Background: an optimization exercise with open tools, aiming at small area. Do not read the settings as production practice.
Function was checked by simulation only, so behaviour that the tests miss may differ from the original.
Power and IR drop assume default switching activity.

## daq_ctrl_top
module daq_ctrl_top (
	input  logic         tx_clk,
	input  logic         rst,
	input  logic [7:0]   byte_in,
	input  logic         byte_ready,
	input  logic         tx_en_fast,
	input  logic         tx_en_slow,
	input  logic         word_loaded_fast,
	input  logic         word_loaded_slow,
	output logic         byte_unload,
	output logic [145:0] timing,
	output logic [6:0]   pulses,
	output logic [9:0]   rb_fast,
	output logic [9:0]   rb_slow,
	output logic         dcm_rst,
	output logic         idelay_rst_out
);
==> flow/config.mk <==
export PLATFORM = sky130hd
export DESIGN_NAME = daq_ctrl_top
export DESIGN_NICKNAME = daq_ctrl_top
export VERILOG_FILES = /design/flow/design.v
export SDC_FILE = /design/flow/constraint.sdc
export NUM_CORES = 4
export LEC_CHECK = 0
export CAP_MARGIN = 20
export CORE_MARGIN = 2
export CORE_UTILIZATION = 60
export PLACE_DENSITY = 0.7
export SLEW_MARGIN = 20
==> flow/constraint.sdc <==
create_clock -name core_clock -period 10.0 [get_ports {tx_clk}]
set_input_delay 2.0000 -clock core_clock [delete_from_list [all_inputs] [get_ports {tx_clk}]]
set_output_delay 2.0000 -clock core_clock [all_outputs]
set_load 0.01 [all_outputs]
standard.sh (not shown) runs the stock make flow with config.mk's settings and CLKGATE_MAP_FILE= SYNTH_SCRIPT=/design/flow/synth_recipe.tcl, a recipe that flattens the netlist after the stock synthesis.
==> flow/flow/run.sh <==
#!/bin/bash
# Own layout flow: the standard flow (standard.sh) with two changes.
#  1. Synthesis is the standard script with only the ABC script swapped for the
#     area-oriented flow/area.abc. Its registers (names and cell types) are
#     checked against the standard synthesis; if they differ the standard
#     netlist is used instead.
#  2. Port buffers are sky130_fd_sc_hd__buf_1 (buffer_ports -buffer_cell).
#  3. Clock tree: clusters of at most 9 sinks within 45 um, built of
#     clkbuf_4, without dummy loads (CTS_ARGS).
# Each tool's output goes to a log file of its own in this folder.
set -euo pipefail
W=$PWD
R=$W/orfs/results/$FLOW_PLATFORM/daq_ctrl_top/base

bash standard.sh synth > log_std_synth.txt 2>&1
cp "$R/1_2_yosys.v" ref_netlist.v

# 2. own synthesis: same script and make call, abc script swapped
{ cat flow/abc_override.tcl; cat synth_recipe.tcl; } > own_synth.tcl
sed "s#SYNTH_SCRIPT=[^ ]*#SYNTH_SCRIPT=$W/own_synth.tcl#" standard.sh > own_standard.sh
mkdir -p ref_results
cp -p "$R"/1_* ref_results/
rm -f "$R"/1_*
export OWN_ABC_SCRIPT=$W/flow/area.abc
if bash own_standard.sh synth > log_own_synth.txt 2>&1 \
   && python3 flow/regs.py ref_netlist.v "$R/1_2_yosys.v" > log_regs.txt 2>&1; then
  echo "own synthesis used" >> log_regs.txt
else
  echo "own synthesis not used, back to the standard netlist" >> log_regs.txt
  rm -f "$R"/1_*
  cp -p ref_results/1_* "$R"/
fi

# 3. the rest of the standard flow, port buffers as buf_1
export BUFFER_PORTS_ARGS="-buffer_cell sky130_fd_sc_hd__buf_1"
export CTS_ARGS="-sink_clustering_enable -sink_clustering_size 9 -sink_clustering_max_diameter 45 -buf_list sky130_fd_sc_hd__clkbuf_4 -dont_use_dummy_load -repair_clock_nets"
bash own_standard.sh > log_layout.txt 2>&1
test -s out/final.def
==> flow/flow/area.abc <==
strash
&get -n
&st
&dch -f
&nf -a -R 1000
&put
strash
&get -n
&st
&dch -f
&nf -a -R 1000
&put
strash
&get -n
&st
&dch -f
&nf -a -R 1000
&put
strash
&get -n
&st
&dch -f
&nf -a -R 1000
&put
Other scripts of this flow, unchanged in this note and not shown: flow/flow/abc_override.tcl, flow/flow/regs.py
The starting point finished with timing, DRC and antenna clean.
Rerun with:
--- a/flow/flow/run.sh
+++ b/flow/flow/run.sh
@@ -6,6 +6,6 @@
 #     netlist is used instead.
 #  2. Port buffers are sky130_fd_sc_hd__buf_1 (buffer_ports -buffer_cell).
-#  3. Clock tree: clusters of at most 9 sinks within 45 um, built of
-#     clkbuf_4, without dummy loads (CTS_ARGS).
+#  3. Clock tree: clusters of at most 16 sinks within 80 um, each driven by a
+#     clkbuf_8, without dummy loads (CTS_ARGS).
 # Each tool's output goes to a log file of its own in this folder.
 set -euo pipefail
@@ -34,5 +34,5 @@
 # 3. the rest of the standard flow, port buffers as buf_1
 export BUFFER_PORTS_ARGS="-buffer_cell sky130_fd_sc_hd__buf_1"
-export CTS_ARGS="-sink_clustering_enable -sink_clustering_size 9 -sink_clustering_max_diameter 45 -buf_list sky130_fd_sc_hd__clkbuf_4 -dont_use_dummy_load -repair_clock_nets"
+export CTS_ARGS="-sink_clustering_enable -sink_clustering_size 16 -sink_clustering_max_diameter 80 -buf_list sky130_fd_sc_hd__clkbuf_8 -dont_use_dummy_load -repair_clock_nets"
 bash own_standard.sh > log_layout.txt 2>&1
 test -s out/final.def
==> flow/flow/area.abc (replaced) <==
strash
&get -n
&st
&dch -f
&nf -a -R 1000
&put
Maximum frequency went down slightly.
Routed wire length went down by a few percent.
Area after synthesis barely changes.
Rerun with:
--- a/flow/flow/run.sh
+++ b/flow/flow/run.sh
@@ -6,6 +6,6 @@
 #     netlist is used instead.
 #  2. Port buffers are sky130_fd_sc_hd__buf_1 (buffer_ports -buffer_cell).
-#  3. Clock tree: clusters of at most 16 sinks within 80 um, each driven by a
-#     clkbuf_8, without dummy loads (CTS_ARGS).
+#  3. Clock tree: clusters of at most 10 sinks within 50 um, built of
+#     clkbuf_4, without dummy loads (CTS_ARGS).
 # Each tool's output goes to a log file of its own in this folder.
 set -euo pipefail
@@ -34,5 +34,5 @@
 # 3. the rest of the standard flow, port buffers as buf_1
 export BUFFER_PORTS_ARGS="-buffer_cell sky130_fd_sc_hd__buf_1"
-export CTS_ARGS="-sink_clustering_enable -sink_clustering_size 16 -sink_clustering_max_diameter 80 -buf_list sky130_fd_sc_hd__clkbuf_8 -dont_use_dummy_load -repair_clock_nets"
+export CTS_ARGS="-sink_clustering_enable -sink_clustering_size 10 -sink_clustering_max_diameter 50 -buf_list sky130_fd_sc_hd__clkbuf_4 -dont_use_dummy_load -repair_clock_nets"
 bash own_standard.sh > log_layout.txt 2>&1
 test -s out/final.def
==> flow/flow/area.abc (replaced) <==
strash
&get -n
&st
&dch -f
&nf -a -R 1000
&put
strash
&get -n
&st
&dch -f
&nf -a -R 1000
&put
strash
&get -n
&st
&dch -f
&nf -a -R 1000
&put
strash
&get -n
&st
&dch -f
&nf -a -R 1000
&put
- GPL_TIMING_DRIVEN: default -> 0
The changed run ran to the end with no violations.
Cell area is about the same.
Power goes down slightly.
Area after synthesis is about the same.
Clock power goes down by a few percent.
Non-clock buffer count goes up by 3.
Clock-buffer cell count goes up by 18.
Rerun with:
- CORE_UTILIZATION: 60 -> 70
- GPL_TIMING_DRIVEN: 0 -> default
- PLACE_DENSITY: 0.7 -> 0.8
The changed run completed without violations.
Routed wire length goes down by 1.7%.
Global-route usage increases by 4.7 points.
Setup slack is better by 0.018 ns.
Worst hold slack degrades by 0.029 ns.
Rerun with:
- CORE_UTILIZATION: 70 -> 60
- PLACE_DENSITY: 0.8 -> 0.7
What happened:
- wire length went up by a few percent
- clock power went up slightly
- setup slack is better by 0.38 ns

==> re-timing with driven ports <==
The flow's constraints put no driver on any port. The routed layouts listed below were extracted and timed again, unchanged, in two steps. Step 1: set_driving_cell puts a clkbuf_16 on tx_clk and a buf_2 on each other input, an assumption about the parent block. Step 2 moves the port delays by t, midway between the first and last clock arrival at a register: inputs arrive t later, outputs are due t later. That takes back most of the time a late clock gives input paths. Slacks: ideal ports / drivers / drivers and shift; pairs: ideal ports / drivers.
run	shift t [ns]	setup slack, ns	worst setup path at the end	worst data-port slew with drivers (ns)
the first run	0.773	5.217 / 5.166 / 5.939	register to output	0.03
the second run	0.591	5.138 / 5.088 / 5.679	register to output	0.04
the third run	0.771	4.820 / 4.764 / 5.535	register to output	0.03
the fourth run	0.745	4.837 / 4.788 / 5.533	register to output	0.04
the fifth run	0.744	5.219 / 5.168 / 5.912	register to output	0.03
After both steps every run listed still meets setup and hold.
